This design comes from an exercise in tuning for small area, a short achievable clock period and few clock cycles per item on the open sky130 flow, not from production work.
Function was checked by simulation only, so behaviour that the tests miss may differ from the original.
The flow treats the clock pin as an ideal source, which a real chip does not have.
Power and IR drop assume default switching activity.

== v13 ==
==> flow/design.v <==
`default_nettype none
module mem_responder #(
  parameter int DEPTH   = 64,
  parameter int LATENCY = 2
) (
  input  logic             clk,
  input  logic             rst,
  input  logic             req_valid,
  output logic             req_ready,
  input  logic             req_we,
  input  logic [31:0]      req_addr,
  input  logic [31:0]      req_wdata,
  output logic             resp_valid,
  input  logic             resp_ready,
  output logic [31:0]      resp_rdata,
  output logic             resp_err,
  output logic             busy
);
  localparam int AW = $clog2(DEPTH);
  logic [31:0]   r_mem [DEPTH];
  logic          a_v;
  logic          a_st;       
  logic          a_ld;       
  logic          a_err;
  logic [AW-1:0] a_idx;
  logic [31:0]   a_wd;
  logic          b_v;
  logic          b_ld;
  logic          b_err;
  logic [AW-1:0] b_idx;
  logic [7:0]    r_wlo;      
  logic [7:0]    r_whi;      
  logic [7:0]    s_lo;       
  logic [7:0]    s_hi;       
  logic          s_err;      
  logic          o_v;
  logic          o_err;
  logic [31:0]   o_rd;
  logic          r_rdy;
  logic          r_busy;
  logic          w_acc;
  logic          w_ofree;
  logic          w_oload;
  logic          w_stay;
  logic          w_a2b;
  logic          w_av_n;
  logic          w_bv_n;
  logic          w_ov_n;
  logic          w_in_err;
  logic          w_in_ld;
  logic          w_in_st;
  logic [AW-1:0] w_in_idx;
  logic          w_ast_n;
  logic          w_ald_n;
  logic          w_aerr_n;
  logic [AW-1:0] w_aidx_n;
  logic          w_bld_n;
  logic          w_berr_n;
  logic [AW-1:0] w_bidx_n;
  logic          w_sld_n;
  logic          w_serr_n;
  logic [AW-1:0] w_sidx_n;
  logic          w_wr_n;
  logic          w_unused;
  assign w_acc    = req_valid & r_rdy;
  assign w_ofree  = ~o_v | resp_ready;
  assign w_oload  = w_ofree & (b_v | a_v);
  assign w_stay   = a_v & b_v;             
  assign w_a2b    = a_v & ~b_v & ~w_ofree;  
  assign w_av_n   = w_acc | w_stay;
  assign w_bv_n   = (b_v | a_v) & ~w_ofree;
  assign w_ov_n   = w_oload | (o_v & ~resp_ready);
  assign w_in_err = (req_addr[1:0] != 2'b00);
  assign w_in_ld  = ~req_we & ~w_in_err;
  assign w_in_st  = req_we & ~w_in_err;
  assign w_in_idx = req_addr[AW+1:2];
  assign w_unused = ^{req_addr[31:AW+2], LATENCY[0]};
  assign w_ast_n  = w_acc ? w_in_st  : a_st;
  assign w_ald_n  = w_acc ? w_in_ld  : a_ld;
  assign w_aerr_n = w_acc ? w_in_err : a_err;
  assign w_aidx_n = w_acc ? w_in_idx : a_idx;
  assign w_bld_n  = w_a2b ? a_ld  : b_ld;
  assign w_berr_n = w_a2b ? a_err : b_err;
  assign w_bidx_n = w_a2b ? a_idx : b_idx;
  assign w_sld_n  = w_bv_n ? w_bld_n  : (w_av_n & w_ald_n);
  assign w_serr_n = w_bv_n ? w_berr_n : w_aerr_n;
  assign w_sidx_n = w_bv_n ? w_bidx_n : w_aidx_n;
  assign w_wr_n   = w_av_n & w_ast_n & ~w_bv_n;
  always_ff @(posedge clk) begin
    if (rst) begin
      a_v    <= 1'b0;
      b_v    <= 1'b0;
      o_v    <= 1'b0;
      r_rdy  <= 1'b1;
      r_busy <= 1'b0;
    end else begin
      a_v    <= w_av_n;
      b_v    <= w_bv_n;
      o_v    <= w_ov_n;
      r_rdy  <= ~(w_av_n & w_bv_n);
      r_busy <= w_av_n | w_bv_n | w_ov_n;
    end
  end
  always_ff @(posedge clk) begin
    a_st  <= w_ast_n;
    a_ld  <= w_ald_n;
    a_err <= w_aerr_n;
    a_idx <= w_aidx_n;
    if (w_acc) a_wd <= req_wdata;
    b_ld  <= w_bld_n;
    b_err <= w_berr_n;
    b_idx <= w_bidx_n;
    s_err <= w_serr_n;
    for (int i = 0; i < 8; i++) begin
      r_wlo[i] <= w_wr_n & (w_aidx_n[2:0] == 3'(i));
      r_whi[i] <= (w_aidx_n[5:3] == 3'(i));
    end
    for (int i = 0; i < 8; i++) begin
      s_lo[i] <= w_sld_n & (w_sidx_n[2:0] == 3'(i));
      s_hi[i] <= (w_sidx_n[5:3] == 3'(i));
    end
    if (w_oload) begin
      o_err <= s_err;
      o_rd  <= w_rd;
    end
  end
  always_ff @(posedge clk) begin
    for (int i = 0; i < DEPTH; i++) begin
      if (r_wlo[i % 8] && r_whi[i / 8]) r_mem[i] <= a_wd;
    end
  end
  logic [DEPTH-1:0] w_sel;
  logic [31:0]      w_rd;
  always_comb begin
    for (int i = 0; i < DEPTH; i++) w_sel[i] = s_lo[i % 8] & s_hi[i / 8];
  end
  for (genvar b = 0; b < 32; b++) begin : g_rd
    logic [21:0] l1;    
    logic [5:0]  l2;    
    logic [2:0]  l3;    
    for (genvar k = 0; k < 21; k++) begin : g_l1
      mr_aoi222 u_aoi (
        .a0(w_sel[3*k]),   .b0(r_mem[3*k][b]),
        .a1(w_sel[3*k+1]), .b1(r_mem[3*k+1][b]),
        .a2(w_sel[3*k+2]), .b2(r_mem[3*k+2][b]),
        .y(l1[k])
      );
    end
    mr_nand2 u_last (.a(w_sel[63]), .b(r_mem[63][b]), .y(l1[21]));
    for (genvar k = 0; k < 5; k++) begin : g_l2
      mr_nand4 u_n4 (.a(l1[4*k]), .b(l1[4*k+1]), .c(l1[4*k+2]), .d(l1[4*k+3]), .y(l2[k]));
    end
    mr_nand2 u_n2 (.a(l1[20]), .b(l1[21]), .y(l2[5]));
    for (genvar k = 0; k < 3; k++) begin : g_l3
      mr_nor2 u_o (.a(l2[2*k]), .b(l2[2*k+1]), .y(l3[k]));
    end
    mr_nand3 u_f (.a(l3[0]), .b(l3[1]), .c(l3[2]), .y(w_rd[b]));
  end
  assign req_ready  = r_rdy;
  assign resp_valid = o_v;
  assign resp_rdata = o_rd;
  assign resp_err   = o_err;
  assign busy       = r_busy;
endmodule
module mr_aoi222 (
  input  logic a0, b0, a1, b1, a2, b2,
  output logic y
);
  assign y = ~((a0 & b0) | (a1 & b1) | (a2 & b2));
endmodule
module mr_nand2 (
  input  logic a, b,
  output logic y
);
  assign y = ~(a & b);
endmodule
module mr_nand4 (
  input  logic a, b, c, d,
  output logic y
);
  assign y = ~(a & b & c & d);
endmodule
module mr_nor2 (
  input  logic a, b,
  output logic y
);
  assign y = ~(a | b);
endmodule
module mr_nand3 (
  input  logic a, b, c,
  output logic y
);
  assign y = ~(a & b & c);
endmodule
`default_nettype wire
clock: 5.0 ns
lec_check: 0
cap_margin: 20
core_margin: 2
core_utilization: 60
cts_buf_list: sky130_fd_sc_hd__clkbuf_8
cts_cluster_diameter: 50
cts_cluster_size: 16
setup_slack_margin: 2.5
slew_margin: 20
synth_hierarchical: 1
tns_end_percent: 100
standard.sh (not shown) runs the stock make flow with config.mk's settings and CLKGATE_MAP_FILE= SYNTH_SCRIPT=/design/flow/synth_recipe.tcl, a recipe that flattens the netlist after the stock synthesis.
==> flow/flow/run.sh <==
#!/bin/bash
set -euo pipefail
export BUFFER_PORTS_ARGS="-buffer_cell sky130_fd_sc_hd__buf_2"
export CTS_ARGS="-sink_clustering_enable -repair_clock_nets -sink_clustering_size 16 -sink_clustering_max_diameter 50 -buf_list {sky130_fd_sc_hd__clkbuf_8 sky130_fd_sc_hd__clkbuf_16} -root_buf sky130_fd_sc_hd__clkbuf_16 -tree_buf sky130_fd_sc_hd__clkbuf_16 -sink_clustering_buffer sky130_fd_sc_hd__clkbuf_8 -dont_use_dummy_load"
export PRE_CTS_TCL="$PWD/flow/pre_cts.tcl"
export OUT_FF_PULL=0.7
export POST_CTS_TCL="$PWD/flow/post_cts.tcl"
export ECO_MAX_DELAY=2.2
bash standard.sh > standard.log 2>&1
Other scripts of this flow, unchanged in this note and not shown: flow/flow/post_cts.tcl, flow/flow/pre_cts.tcl
v13 has completed all stages; timing, DRC and antenna checks passed.
Testbench counts of v13, summed over its fixed seeds: cycles 2,064, items 2,048.
#### Input delta (v35 over v13)
--- a/flow/design.v
+++ b/flow/design.v
@@ -30,8 +30,7 @@
   logic [AW-1:0] b_idx;
   logic [7:0]    r_wlo;      
   logic [7:0]    r_whi;      
-  logic [7:0]    s_lo;       
-  logic [7:0]    s_hi;       
+  logic [DEPTH-1:0] s_sel;    
   logic          s_err;      
   logic          o_v;
   logic          o_err;
@@ -115,9 +114,8 @@
       r_wlo[i] <= w_wr_n & (w_aidx_n[2:0] == 3'(i));
       r_whi[i] <= (w_aidx_n[5:3] == 3'(i));
     end
-    for (int i = 0; i < 8; i++) begin
-      s_lo[i] <= w_sld_n & (w_sidx_n[2:0] == 3'(i));
-      s_hi[i] <= (w_sidx_n[5:3] == 3'(i));
+    for (int i = 0; i < DEPTH; i++) begin
+      s_sel[i] <= w_sld_n & (w_sidx_n == AW'(i));
     end
     if (w_oload) begin
       o_err <= s_err;
@@ -131,9 +129,7 @@
   end
   logic [DEPTH-1:0] w_sel;
   logic [31:0]      w_rd;
-  always_comb begin
-    for (int i = 0; i < DEPTH; i++) w_sel[i] = s_lo[i % 8] & s_hi[i / 8];
-  end
+  assign w_sel = s_sel;
   for (genvar b = 0; b < 32; b++) begin : g_rd
     logic [21:0] l1;    
     logic [5:0]  l2;    
### Flow results
- Taking v13 as the reference, in v35 peak per-stage delay on the critical path now smaller; cell area after synthesis now larger; share of total power in the clock network now smaller; number of multi-input combinational cells now larger.
- v35 against v13: hold slack did not really move; setup slack went up; die span in x went up; switching component of the power went up; total design power went up.
- Critical path launch point = o_rd[10]$_DFFE_PP_: v35; critical path launch point = s_lo[6]$_DFF_P_: v13
- Higher ratio of final minimum period to clock period among v35 and v13: v13
Testbench counts of v35, summed over its fixed seeds: cycles 2,064, items 2,048.

* * *

lagoon:
Starts from the design.v that is shown in full above.
Settings: LEC_CHECK=0, CAP_MARGIN=20, CORE_MARGIN=2, CORE_UTILIZATION=60, CTS_BUF_LIST=sky130_fd_sc_hd__clkbuf_8, CTS_CLUSTER_DIAMETER=50, CTS_CLUSTER_SIZE=16, SETUP_SLACK_MARGIN=2.5, SLEW_MARGIN=20, SYNTH_HIERARCHICAL=1, TNS_END_PERCENT=100; clock period 5.0 ns.
==> flow/flow/run.sh <==
#!/bin/bash
set -euo pipefail
export BUFFER_PORTS_ARGS="-buffer_cell sky130_fd_sc_hd__buf_2"
export CTS_ARGS="-sink_clustering_enable -repair_clock_nets -sink_clustering_size 16 -sink_clustering_max_diameter 50 -buf_list {sky130_fd_sc_hd__clkbuf_8 sky130_fd_sc_hd__clkbuf_16} -root_buf sky130_fd_sc_hd__clkbuf_16 -tree_buf sky130_fd_sc_hd__clkbuf_16 -sink_clustering_buffer sky130_fd_sc_hd__clkbuf_8 -dont_use_dummy_load"
export POST_CTS_TCL="$PWD/flow/post_cts.tcl"
export ECO_MAX_DELAY=2.2
bash standard.sh > standard.log 2>&1
==> flow/flow/post_cts.tcl <==
# Extra timing repair after CTS.
# The paths from inputs to outputs are bounded by the fixed I/O delays and
# stop repair_timing early. First over-constrain the paths that end at
# registers (a tighter limit than the clock gives) so repair works on them,
# then drop those limits and repair again against the real constraints.
log_cmd estimate_parasitics -placement
set_max_delay $::env(ECO_MAX_DELAY) -from [all_registers] -to [all_registers]
set_max_delay $::env(ECO_MAX_DELAY) -from [all_inputs] -to [all_registers]
log_cmd repair_timing -setup -setup_margin 0 -repair_tns 100 -skip_last_gasp -verbose
unset_path_exceptions -from [all_registers] -to [all_registers]
unset_path_exceptions -from [all_inputs] -to [all_registers]
log_cmd estimate_parasitics -placement
log_cmd repair_timing -setup -setup_margin [expr {[info exists ::env(SETUP_SLACK_MARGIN)] ? $::env(SETUP_SLACK_MARGIN) : 0}] -repair_tns 100 -verbose
log_cmd detailed_placement
check_placement -verbose
report_checks -path_delay max -format end -group_path_count 10
report_design_area
Testbench counts of lagoon, summed over its fixed seeds: cycles 2,064, items 2,048.
Changes in willow relative to lagoon:
--- a/flow/design.v
+++ b/flow/design.v
@@ -28,10 +28,8 @@
   logic          b_ld;
   logic          b_err;
   logic [AW-1:0] b_idx;
-  logic [7:0]    r_wlo;      
-  logic [7:0]    r_whi;      
-  logic [7:0]    s_lo;       
-  logic [7:0]    s_hi;       
+  logic [DEPTH-1:0] r_we;     
+  logic [DEPTH-1:0] s_sel;    
   logic          s_err;      
   logic          o_v;
   logic          o_err;
@@ -111,13 +109,9 @@
     b_err <= w_berr_n;
     b_idx <= w_bidx_n;
     s_err <= w_serr_n;
-    for (int i = 0; i < 8; i++) begin
-      r_wlo[i] <= w_wr_n & (w_aidx_n[2:0] == 3'(i));
-      r_whi[i] <= (w_aidx_n[5:3] == 3'(i));
-    end
-    for (int i = 0; i < 8; i++) begin
-      s_lo[i] <= w_sld_n & (w_sidx_n[2:0] == 3'(i));
-      s_hi[i] <= (w_sidx_n[5:3] == 3'(i));
+    for (int i = 0; i < DEPTH; i++) begin
+      r_we[i]  <= w_wr_n  & (w_aidx_n == AW'(i));
+      s_sel[i] <= w_sld_n & (w_sidx_n == AW'(i));
     end
     if (w_oload) begin
       o_err <= s_err;
@@ -126,14 +120,12 @@
   end
   always_ff @(posedge clk) begin
     for (int i = 0; i < DEPTH; i++) begin
-      if (r_wlo[i % 8] && r_whi[i / 8]) r_mem[i] <= a_wd;
+      if (r_we[i]) r_mem[i] <= a_wd;
     end
   end
   logic [DEPTH-1:0] w_sel;
   logic [31:0]      w_rd;
-  always_comb begin
-    for (int i = 0; i < DEPTH; i++) w_sel[i] = s_lo[i % 8] & s_hi[i / 8];
-  end
+  assign w_sel = s_sel;
   for (genvar b = 0; b < 32; b++) begin : g_rd
     logic [21:0] l1;    
     logic [5:0]  l2;    
Findings:
- The total power draw of willow is higher than that of lagoon.
- Summary of willow over lagoon: register bit count reported by yosys rose 96; share of cells above drive strength 1 saw a decrease; compound-cell area share of the yosys netlist has decreased.
- The count of clock-buffer cells in the layout in willow sits 1.7% above the value recorded for lagoon.
- Taking lagoon as the reference, in willow maximum ir drop on the vdd rail picked up an extra about 1%; average size of a mapped cell moved down; final cell area excluding filler cells picked up an extra about 1.8%; number of optimization iterations in the first detailed-route pass went up; count of buffers not belonging to the clock network in the layout lower.
- Comparing lagoon and willow, number of antenna diodes is higher on willow.
- Between lagoon and willow, the combinational share of power is lower for lagoon.
Testbench counts of willow, summed over its fixed seeds: cycles 2,064, items 2,048.

* * *

== before ==
mem_responder, a different RTL version from the one above (not shown whole).
Size: about 3,500 cells after synthesis, ~2,200 flip-flops.
==> module mem_responder, before the edit <==
module mem_responder #(
  parameter int DEPTH   = 64,
  parameter int LATENCY = 2
) (
  input  logic             clk,
  input  logic             rst,
  input  logic             req_valid,
  output logic             req_ready,
  input  logic             req_we,
  input  logic [31:0]      req_addr,
  input  logic [31:0]      req_wdata,
  output logic             resp_valid,
  input  logic             resp_ready,
  output logic [31:0]      resp_rdata,
  output logic             resp_err,
  output logic             busy
);
  localparam int AW = $clog2(DEPTH);
  logic [31:0]   r_mem [DEPTH];
  logic          a_v;
  logic          a_st;       
  logic          a_ld;       
  logic          a_err;
  logic [AW-1:0] a_idx;
  logic [31:0]   a_wd;
  logic          b_v;
  logic [DEPTH-1:0] s_sel;    
  logic          s_err;
  logic          o_v;
  logic          o_err;
  logic [31:0]   o_rd;
  logic          r_rdy;
  logic          r_busy;
  logic          w_acc;
  logic          w_ofree;
  logic          w_oload;
  logic          w_aexec;
  logic          w_av_n;
  logic          w_bv_n;
  logic          w_ov_n;
  logic          w_in_err;
  logic          w_in_ld;
  logic          w_in_st;
  logic [AW-1:0] w_in_idx;
  logic [DEPTH-1:0] w_in_sel;
  logic [DEPTH-1:0] w_a_sel;
  logic          w_unused;
  assign w_acc    = req_valid & r_rdy;
  assign w_ofree  = ~o_v | resp_ready;
  assign w_oload  = w_ofree & (b_v | a_v);
  assign w_aexec  = a_v & ~b_v;
  assign w_av_n   = w_acc | (a_v & b_v);
  assign w_bv_n   = (b_v | a_v) & ~w_ofree;
  assign w_ov_n   = w_oload | (o_v & ~resp_ready);
  assign w_in_err = (req_addr[1:0] != 2'b00);
  assign w_in_ld  = ~req_we & ~w_in_err;
  assign w_in_st  = req_we & ~w_in_err;
  assign w_in_idx = req_addr[AW+1:2];
  always_comb begin
    for (int i = 0; i < DEPTH; i++) begin
      w_in_sel[i] = w_in_ld & (w_in_idx == AW'(i));
      w_a_sel[i]  = a_ld & (a_idx == AW'(i));
    end
  end
  assign w_unused = ^{req_addr[31:AW+2], LATENCY[0]};
  always_ff @(posedge clk) begin
    if (rst) begin
      a_v    <= 1'b0;
      b_v    <= 1'b0;
      o_v    <= 1'b0;
      r_rdy  <= 1'b1;
      r_busy <= 1'b0;
    end else begin
      a_v    <= w_av_n;
      b_v    <= w_bv_n;
      o_v    <= w_ov_n;
      r_rdy  <= ~(w_av_n & w_bv_n);
      r_busy <= w_av_n | w_bv_n | w_ov_n;
    end
  end
  always_ff @(posedge clk) begin
    if (w_acc) begin
      a_st  <= w_in_st;
      a_ld  <= w_in_ld;
      a_err <= w_in_err;
      a_idx <= w_in_idx;
      a_wd  <= req_wdata;
    end
    if (!w_bv_n) begin
      if (w_acc) begin
        s_sel <= w_in_sel;
        s_err <= w_in_err;
      end else if (a_v && b_v) begin
        s_sel <= w_a_sel;
        s_err <= a_err;
      end
    end
    if (w_oload) begin
      o_err <= s_err;
      o_rd  <= w_rd;
    end
  end
  logic [DEPTH-1:0] w_sel;
  logic [31:0]      w_rd;
  assign w_sel = s_sel;
  for (genvar b = 0; b < 32; b++) begin : g_rd
    logic [21:0] l1;    
    logic [5:0]  l2;    
    logic [2:0]  l3;    
    for (genvar k = 0; k < 21; k++) begin : g_l1
      mr_aoi222 u_aoi (
        .a0(w_sel[3*k]),   .b0(r_mem[3*k][b]),
        .a1(w_sel[3*k+1]), .b1(r_mem[3*k+1][b]),
        .a2(w_sel[3*k+2]), .b2(r_mem[3*k+2][b]),
        .y(l1[k])
      );
    end
    mr_nand2 u_last (.a(w_sel[63]), .b(r_mem[63][b]), .y(l1[21]));
    for (genvar k = 0; k < 5; k++) begin : g_l2
      mr_nand4 u_n4 (.a(l1[4*k]), .b(l1[4*k+1]), .c(l1[4*k+2]), .d(l1[4*k+3]), .y(l2[k]));
    end
    mr_nand2 u_n2 (.a(l1[20]), .b(l1[21]), .y(l2[5]));
    for (genvar k = 0; k < 3; k++) begin : g_l3
      mr_nor2 u_o (.a(l2[2*k]), .b(l2[2*k+1]), .y(l3[k]));
    end
    mr_nand3 u_f (.a(l3[0]), .b(l3[1]), .c(l3[2]), .y(w_rd[b]));
  end
  always_ff @(posedge clk) begin
    if (w_aexec && a_st) begin
      r_mem[a_idx] <= a_wd;
    end
  end
  assign req_ready  = r_rdy;
  assign resp_valid = o_v;
  assign resp_rdata = o_rd;
  assign resp_err   = o_err;
  assign busy       = r_busy;
endmodule
export LEC_CHECK = 0
export CAP_MARGIN = 20
export CORE_MARGIN = 2
export CORE_UTILIZATION = 60
export SETUP_SLACK_MARGIN = 2.4
export SLEW_MARGIN = 20
export SYNTH_HIERARCHICAL = 1
export TNS_END_PERCENT = 100
create_clock -name core_clock -period 5.0 [get_ports {clk}]
run.sh (not shown) runs the stock make flow with config.mk's settings and CLKGATE_MAP_FILE= SYNTH_SCRIPT=/design/flow/synth_recipe.tcl, a recipe that flattens the netlist after the stock synthesis.
Stock flow here: none of the scripts above is used.
Testbench counts of before, summed over its fixed seeds: cycles 2,064, items 2,048.
Here is what was changed in the inputs of after compared with before.
--- a/flow/design.v
+++ b/flow/design.v
@@ -25,8 +25,9 @@
   logic [AW-1:0] a_idx;
   logic [31:0]   a_wd;
   logic          b_v;
-  logic [DEPTH-1:0] s_sel;    
+  logic          s_ld;
   logic          s_err;
+  logic [AW-1:0] s_idx;
   logic          o_v;
   logic          o_err;
   logic [31:0]   o_rd;
@@ -43,8 +44,6 @@
   logic          w_in_ld;
   logic          w_in_st;
   logic [AW-1:0] w_in_idx;
-  logic [DEPTH-1:0] w_in_sel;
-  logic [DEPTH-1:0] w_a_sel;
   logic          w_unused;
   assign w_acc    = req_valid & r_rdy;
   assign w_ofree  = ~o_v | resp_ready;
@@ -57,12 +56,6 @@
   assign w_in_ld  = ~req_we & ~w_in_err;
   assign w_in_st  = req_we & ~w_in_err;
   assign w_in_idx = req_addr[AW+1:2];
-  always_comb begin
-    for (int i = 0; i < DEPTH; i++) begin
-      w_in_sel[i] = w_in_ld & (w_in_idx == AW'(i));
-      w_a_sel[i]  = a_ld & (a_idx == AW'(i));
-    end
-  end
   assign w_unused = ^{req_addr[31:AW+2], LATENCY[0]};
   always_ff @(posedge clk) begin
     if (rst) begin
@@ -89,11 +82,13 @@
     end
     if (!w_bv_n) begin
       if (w_acc) begin
-        s_sel <= w_in_sel;
+        s_ld  <= w_in_ld;
         s_err <= w_in_err;
+        s_idx <= w_in_idx;
       end else if (a_v && b_v) begin
-        s_sel <= w_a_sel;
+        s_ld  <= a_ld;
         s_err <= a_err;
+        s_idx <= a_idx;
       end
     end
     if (w_oload) begin
@@ -103,7 +98,9 @@
   end
   logic [DEPTH-1:0] w_sel;
   logic [31:0]      w_rd;
-  assign w_sel = s_sel;
+  always_comb begin
+    for (int i = 0; i < DEPTH; i++) w_sel[i] = s_ld & (s_idx == AW'(i));
+  end
   for (genvar b = 0; b < 32; b++) begin : g_rd
     logic [21:0] l1;    
     logic [5:0]  l2;    
[summary]
Going from before to after, the via count was found to have gone up by about 1.5%.
Comparing before and after, the lower met3 global-route usage is on after.
On critical path depth: between before and after, it ends up lower for before.
Compared with before, after shows depth of the most critical reg-to-reg path higher by 7.
[compare] base=before new=after: placer's final routability congestion estimate lost about 9%; worst hold margin increased by 0.0046 ns relative to the old numbers; signed area change from the synthesized netlist to the final layout +4.5 points.
after ended up with a lower part of the power in combinational logic than before did.
Testbench counts of after, summed over its fixed seeds: cycles 2,064, items 2,048.

[afterwards: timing with drivers on the ports]
The flow's constraints put no driver on any port. The routed layouts listed below were extracted and timed again, unchanged, in two steps. Step 1 (the two cells are an assumption about what drives the block):
set clk [get_ports {clk}]
set_driving_cell -lib_cell sky130_fd_sc_hd__clkbuf_16 $clk
set_driving_cell -lib_cell sky130_fd_sc_hd__buf_2 [delete_from_list [all_inputs] $clk]
Step 2 moves the port delays by t, midway between the first and last clock arrival at a register: inputs arrive t later, outputs are due t later. That takes back most of the time a late clock gives input paths. Three values: no drivers, after step 1, after step 2; two values: the first two.
| run | shift t [ns] | slack for setup (ns) | worst setup path at the end | slew at the worst register clock pin (ns) | pins driven straight from the clock port |
|---|---|---|---|---|---|
| v13 | 0.841 | 2.373 / 2.373 / 2.046 | input to register | 0.10 / 0.10 | 1 |
| v35 | 0.839 | 2.598 / 2.520 / 1.956 | input to register | 0.10 / 0.10 | 1 |
| lagoon | 0.847 | 2.449 / 2.364 / 2.000 | input to register | 0.10 / 0.10 | 1 |
| willow | 0.835 | 2.545 / 2.469 / 1.956 | input to register | 0.10 / 0.10 | 1 |
| before | 0.889 | 2.166 / 2.166 / 1.664 | input to register | 0.07 / 0.07 | 1 |
| after | 0.901 | 1.887 / 1.887 / 1.706 | input to register | 0.07 / 0.07 | 1 |
After both steps every run listed still meets setup and hold. For v35, which loses most, drivers alone change the setup slack by -0.078 ns; drivers and shift together by -0.642 ns.
